From an optimization exercise on the open Yosys and OpenROAD flow, aimed at small area; shortcuts taken in it are not production practice.
The RTL was checked by simulation tests, not by an equivalence proof against the original design.
No activity file was given, so power comes from the tool's default toggle rates.

==> run G <==
// shared_serpar_buf
module shared_serpar_buf #(
    parameter int W_BLK = 128,
    parameter int N_ST  = 2,
    parameter int N_TK  = 5
) (
    input  logic                           clk,
    input  logic                           rst,
    input  logic [7:0]                     in_data,
    input  logic                           in_valid,
    output logic                           in_ready,
    output logic [7:0]                     out_data,
    output logic                           out_valid,
    input  logic                           out_ready,
    input  logic [W_BLK*(N_ST+N_TK)-1:0]   data_core,
    input  logic                           cap_st,
    input  logic                           cap_tk,
    input  logic                           start_rd,
    input  logic                           clr,
    output logic [W_BLK*(N_ST+N_TK)-1:0]   bfr,
    output logic                           full
);
==> module shared_serpar_buf, before the edit <==
module shared_serpar_buf #(
    parameter int W_BLK = 128,
    parameter int N_ST  = 2,
    parameter int N_TK  = 5
) (
    input  logic                           clk,
    input  logic                           rst,
    input  logic [7:0]                     in_data,
    input  logic                           in_valid,
    output logic                           in_ready,
    output logic [7:0]                     out_data,
    output logic                           out_valid,
    input  logic                           out_ready,
    input  logic [W_BLK*(N_ST+N_TK)-1:0]   data_core,
    input  logic                           cap_st,
    input  logic                           cap_tk,
    input  logic                           start_rd,
    input  logic                           clr,
    output logic [W_BLK*(N_ST+N_TK)-1:0]   bfr,
    output logic                           full
);
    localparam int TOT       = W_BLK * (N_ST + N_TK);
    localparam int NBYTES    = TOT / 8;
    localparam int OUT_BYTES = N_ST * W_BLK / 8;
    localparam int ST_LO     = N_TK * W_BLK;
    localparam int CW        = $clog2(NBYTES + 1);
    typedef enum logic [1:0] {EMPTY, FULL, UNLOAD} state_t;
    state_t         state, state_n;
    logic [CW-1:0]  cnt, cnt_n;
    logic [TOT-1:0] bfr_n;
    assign in_ready  = state == EMPTY;
    assign out_valid = state == UNLOAD;
    assign full      = state == FULL;
    assign out_data  = bfr[TOT-1 -: 8];
    always_comb begin
        state_n = state;
        cnt_n   = cnt;
        bfr_n   = bfr;
        if (clr) begin
            state_n = EMPTY;
            cnt_n   = '0;
            bfr_n   = '0;
        end else begin
            case (state)
                EMPTY: if (in_valid) begin
                    bfr_n   = {bfr[TOT-9:0], in_data};
                    cnt_n   = cnt == CW'(NBYTES - 1) ? '0 : cnt + CW'(1);
                    state_n = cnt == CW'(NBYTES - 1) ? FULL : EMPTY;
                end
                FULL: begin
                    if (cap_st) bfr_n[TOT-1:ST_LO] = data_core[TOT-1:ST_LO];
                    if (cap_tk) bfr_n[ST_LO-1:0] = data_core[ST_LO-1:0];
                    if (start_rd && !cap_st && !cap_tk) begin
                        state_n = UNLOAD;
                        cnt_n   = '0;
                    end
                end
                UNLOAD: if (out_ready) begin
                    bfr_n   = {bfr[TOT-9:0], 8'h00};
                    cnt_n   = cnt == CW'(OUT_BYTES - 1) ? '0 : cnt + CW'(1);
                    state_n = cnt == CW'(OUT_BYTES - 1) ? EMPTY : UNLOAD;
                end
                default: begin
                    state_n = EMPTY;
                    cnt_n   = '0;
                end
            endcase
        end
    end
    always_ff @(posedge clk or posedge rst) begin
        if (rst) begin
            state <= EMPTY;
            cnt   <= '0;
            bfr   <= '0;
        end else begin
            state <= state_n;
            cnt   <= cnt_n;
            bfr   <= bfr_n;
        end
    end
endmodule
Settings: LEC_CHECK=0, CAP_MARGIN=20, CORE_AREA=5 5 645 645, DIE_AREA=0 0 650 650, SLEW_MARGIN=20; clock period 5.0 ns.
run.sh (not shown) runs the stock make flow with config.mk's settings and CLKGATE_MAP_FILE= SYNTH_SCRIPT=/design/flow/synth_recipe.tcl, a recipe that flattens the netlist after the stock synthesis.
==> inputs of run A, as changes to run G <==
==> flow/design.v (replaced) <==
module shared_serpar_buf #(
    parameter int W_BLK = 128,
    parameter int N_ST  = 2,
    parameter int N_TK  = 5
) (
    input  logic                           clk,
    input  logic                           rst,
    input  logic [7:0]                     in_data,
    input  logic                           in_valid,
    output logic                           in_ready,
    output logic [7:0]                     out_data,
    output logic                           out_valid,
    input  logic                           out_ready,
    input  logic [W_BLK*(N_ST+N_TK)-1:0]   data_core,
    input  logic                           cap_st,
    input  logic                           cap_tk,
    input  logic                           start_rd,
    input  logic                           clr,
    output logic [W_BLK*(N_ST+N_TK)-1:0]   bfr,
    output logic                           full
);
    localparam int TOT       = W_BLK * (N_ST + N_TK);
    localparam int NBYTES    = TOT / 8;
    localparam int OUT_BYTES = N_ST * W_BLK / 8;
    localparam int ST_LO     = N_TK * W_BLK;
    localparam int CW        = $clog2(NBYTES + 1);
    logic           s_empty, s_full, s_unload;
    logic [CW-1:0]  cnt;
    logic           zap;
    logic [TOT-1:0] bfr_n;    
    assign in_ready  = s_empty;
    assign full      = s_full;
    assign out_valid = s_unload;
    assign bfr       = ~bfr_n & {TOT{~zap}};
    assign out_data  = bfr[TOT-1 -: 8];
    wire ld   = s_empty & in_valid;
    wire ul   = s_unload & out_ready;
    wire shf  = ~clr & (ld | ul);
    wire c_st = ~clr & s_full & cap_st;
    wire c_tk = ~clr & s_full & cap_tk;
    wire h_st = ~clr & ~shf & ~c_st;
    wire h_tk = ~clr & ~shf & ~c_tk;
    wire [7:0] in_b = in_data & {8{s_empty}};
    wire [TOT-1:0] prev = {bfr[TOT-9:0], in_b};
    wire [TOT-1:0] sel_c = {{(TOT-ST_LO){c_st}}, {ST_LO{c_tk}}};
    wire [TOT-1:0] sel_h = {{(TOT-ST_LO){h_st}}, {ST_LO{h_tk}}};
    logic [TOT-1:0] nxt_n;
    for (genvar i = 0; i < TOT; i++) begin : g_bit
        shared_serpar_buf_aoi u_aoi (
            .s(shf), .p(prev[i]), .c(sel_c[i]), .d(data_core[i]), .h(sel_h[i]), .q(bfr[i]),
            .y(nxt_n[i])
        );
    end
    always_ff @(posedge clk)
        bfr_n <= nxt_n;
    always_ff @(posedge clk or posedge rst) begin
        if (rst) zap <= 1'b1;
        else     zap <= 1'b0;
    end
    wire ld_last = cnt == CW'(NBYTES - 1);
    wire ul_last = cnt == CW'(OUT_BYTES - 1);
    wire go      = s_full & start_rd & ~cap_st & ~cap_tk;
    always_ff @(posedge clk or posedge rst) begin
        if (rst) begin
            s_empty  <= 1'b1;
            s_full   <= 1'b0;
            s_unload <= 1'b0;
            cnt      <= '0;
        end else if (clr) begin
            s_empty  <= 1'b1;
            s_full   <= 1'b0;
            s_unload <= 1'b0;
            cnt      <= '0;
        end else begin
            if (ld) begin
                cnt <= ld_last ? '0 : cnt + CW'(1);
                if (ld_last) begin
                    s_empty <= 1'b0;
                    s_full  <= 1'b1;
                end
            end
            if (go) begin
                s_full   <= 1'b0;
                s_unload <= 1'b1;
                cnt      <= '0;
            end
            if (ul) begin
                cnt <= ul_last ? '0 : cnt + CW'(1);
                if (ul_last) begin
                    s_unload <= 1'b0;
                    s_empty  <= 1'b1;
                end
            end
        end
    end
endmodule
module shared_serpar_buf_aoi (
    input  logic s, p, c, d, h, q,
    output logic y
);
    assign y = ~((s & p) | (c & d) | (h & q));
endmodule
==> flow/flow/run.sh (new file) <==
#!/bin/bash
# Standard ORFS layout, with the port buffers made from the smallest buffer cell
# and the pins placed one track apart (the default is two) so they fit on the die edge.
set -euo pipefail
bash standard.sh \
  BUFFER_PORTS_ARGS="-buffer_cell sky130_fd_sc_hd__buf_1" \
  PLACE_PINS_ARGS="-min_distance 1 -min_distance_in_tracks" \
  finish > standard_flow.log 2>&1
==> flow/standard.sh (new file) <==
#!/bin/bash
# synth_recipe.tcl (not shown) runs the flow's synth.tcl, then flattens the netlist and writes it again
# the make line also repeats each setting of config.mk as NAME=value (left out here)
make -C /OpenROAD-flow-scripts/flow DESIGN_CONFIG=/design/flow/config.mk WORK_HOME=/design/flow/orfs CLKGATE_MAP_FILE= SYNTH_SCRIPT=/design/flow/synth_recipe.tcl "${@:-finish}"
--- a/flow/config.mk
+++ b/flow/config.mk
@@ -7,5 +7,12 @@
 export LEC_CHECK = 0
 export CAP_MARGIN = 20
-export CORE_AREA = 5 5 645 645
-export DIE_AREA = 0 0 650 650
+export CELL_PAD_IN_SITES_DETAIL_PLACEMENT = 1
+export CELL_PAD_IN_SITES_GLOBAL_PLACEMENT = 1
+export CORE_AREA = 5 5 395 395
+export CTS_CLUSTER_DIAMETER = 80
+export CTS_CLUSTER_SIZE = 25
+export DIE_AREA = 0 0 400 400
+export PLACE_DENSITY = 0.45
 export SLEW_MARGIN = 20
+export SYNTH_HIERARCHICAL = 1
+export SYNTH_MINIMUM_KEEP_SIZE = 0
removed: flow/run.sh
==> comparison <==
- Of run A and run G, run G has the higher area after synthesis (gap about 30%, measured against run G).
- Run A ended with an error in global routing. Run G finished with timing, DRC and antenna clean.
- In run A the synthesized cell count is lower than in run G, by 34%.


==> inputs of xenon <==
shared_serpar_buf, a different RTL version from the one above (not shown whole).
==> flow/config.mk <==
export PLATFORM = sky130hd
export DESIGN_NAME = shared_serpar_buf
export DESIGN_NICKNAME = shared_serpar_buf
export VERILOG_FILES = /design/flow/design.v
export SDC_FILE = /design/flow/constraint.sdc
export NUM_CORES = 4
export LEC_CHECK = 0
export CAP_MARGIN = 10
export CELL_PAD_IN_SITES_DETAIL_PLACEMENT = 1
export CELL_PAD_IN_SITES_GLOBAL_PLACEMENT = 1
export CORE_AREA = 5 5 515 515
export CTS_CLUSTER_DIAMETER = 100
export CTS_CLUSTER_SIZE = 30
export DIE_AREA = 0 0 520 520
export PLACE_DENSITY = 0.45
export SLEW_MARGIN = 10
export SYNTH_HIERARCHICAL = 1
export SYNTH_MINIMUM_KEEP_SIZE = 0
==> flow/constraint.sdc <==
create_clock -name core_clock -period 5.0 [get_ports {clk}]
set_input_delay 1.0000 -clock core_clock [delete_from_list [all_inputs] [get_ports {clk}]]
set_output_delay 1.0000 -clock core_clock [all_outputs]
set_load 0.01 [all_outputs]
standard.sh (not shown) runs the stock make flow with config.mk's settings and CLKGATE_MAP_FILE= SYNTH_SCRIPT=/design/flow/synth_recipe.tcl, a recipe that flattens the netlist after the stock synthesis.
==> flow/flow/run.sh <==
#!/bin/bash
# Standard ORFS layout, with the port buffers made from the smallest buffer cell.
set -euo pipefail
bash standard.sh \
  BUFFER_PORTS_ARGS="-buffer_cell sky130_fd_sc_hd__buf_1" \
  finish > standard_flow.log 2>&1
==> inputs of violet, as changes to xenon <==
==> flow/config.mk (replaced) <==
export PLATFORM = sky130hd
export DESIGN_NAME = shared_serpar_buf
export DESIGN_NICKNAME = shared_serpar_buf
export VERILOG_FILES = /design/flow/design.v
export SDC_FILE = /design/flow/constraint.sdc
export NUM_CORES = 4
export LEC_CHECK = 0
export CAP_MARGIN = 20
export CELL_PAD_IN_SITES_DETAIL_PLACEMENT = 1
export CELL_PAD_IN_SITES_GLOBAL_PLACEMENT = 1
export CORE_AREA = 5 5 515 515
export CTS_CLUSTER_DIAMETER = 80
export CTS_CLUSTER_SIZE = 25
export DIE_AREA = 0 0 520 520
export PLACE_DENSITY = 0.45
export SLEW_MARGIN = 20
export SYNTH_HIERARCHICAL = 1
export SYNTH_MINIMUM_KEEP_SIZE = 0
==> results.txt <==
Against violet, the via count of xenon is lower by 0.68%. In flip-flop and latch count, violet and xenon do not differ. In violet the maximum frequency is lower than in xenon, by about 1.7%. Non-clock buffer count is the same in violet and xenon. Between violet and xenon, the lower global-route usage is in xenon (gap 0.055 points). Against violet, the sequential share of layout area of xenon is higher by 0.63 points. Against violet, the clock skew of xenon is lower by 0.0087 ns.
==> figures <==
	violet	xenon
Status	finished clean	finished clean
Share of the core filled with cells in the final layout	18.0%	17.7%
DR vias/cell	4.89	4.88
Wire length on met1	126000 um	126000 um
CTS clk-pin slew, worst paths	0.10 ns	0.12 ns
Sequential group share of total power	44.8%	48.3%
Sw Share	29.7%	30.3%
Total CTS buffers	89	67
Min-Delay Endpoint	bfr_n[76]	bfr_n[497]
Area post-placement	43200 um2	43100 um2
Number of antenna violations at the first check in global routing	167	177
Clock buffer count	94	71
Nets@finish	5662	5640
Wire length after detailed routing	339000 um	339000 um
Arrival time of data at the critical path endpoint	3.37 ns	3.30 ns
Smallest setup slack after layout	0.625 ns	0.699 ns

what the ideal ports hide:
How much do the figures lean on ideal ports? The routed layouts below were timed once more, with nothing changed but the port constraints.
Step 1 (the two cells are an assumption about what drives the block):
set clk [get_ports {clk}]
set_driving_cell -lib_cell sky130_fd_sc_hd__clkbuf_16 $clk
set_driving_cell -lib_cell sky130_fd_sc_hd__buf_2 [delete_from_list [all_inputs] $clk]
Step 2, shift: input delay + t, output delay - t, t = (earliest + latest rising clock arrival at the registers) / 2. This alone moves slack from input paths to output paths.
Slacks: ideal ports / drivers / drivers and shift; pairs: ideal ports / drivers.
run	shift t [ns]	slack for setup (ns)	hold WS [ns]	latest minus earliest clock arrival (ns)	worst slew at a driven data input, ns
run G	0.953	1.294 / 1.206 / 1.334	0.524 / 0.524 / 0.524	0.072 / 0.072	0.53
xenon	0.820	0.699 / 0.592 / 1.074	0.421 / 0.354 / 0.496	0.075 / 0.074	0.32
violet	0.837	0.625 / 0.522 / 1.020	0.398 / 0.330 / 0.512	0.090 / 0.090	0.34
After both steps every run listed still meets setup and hold.
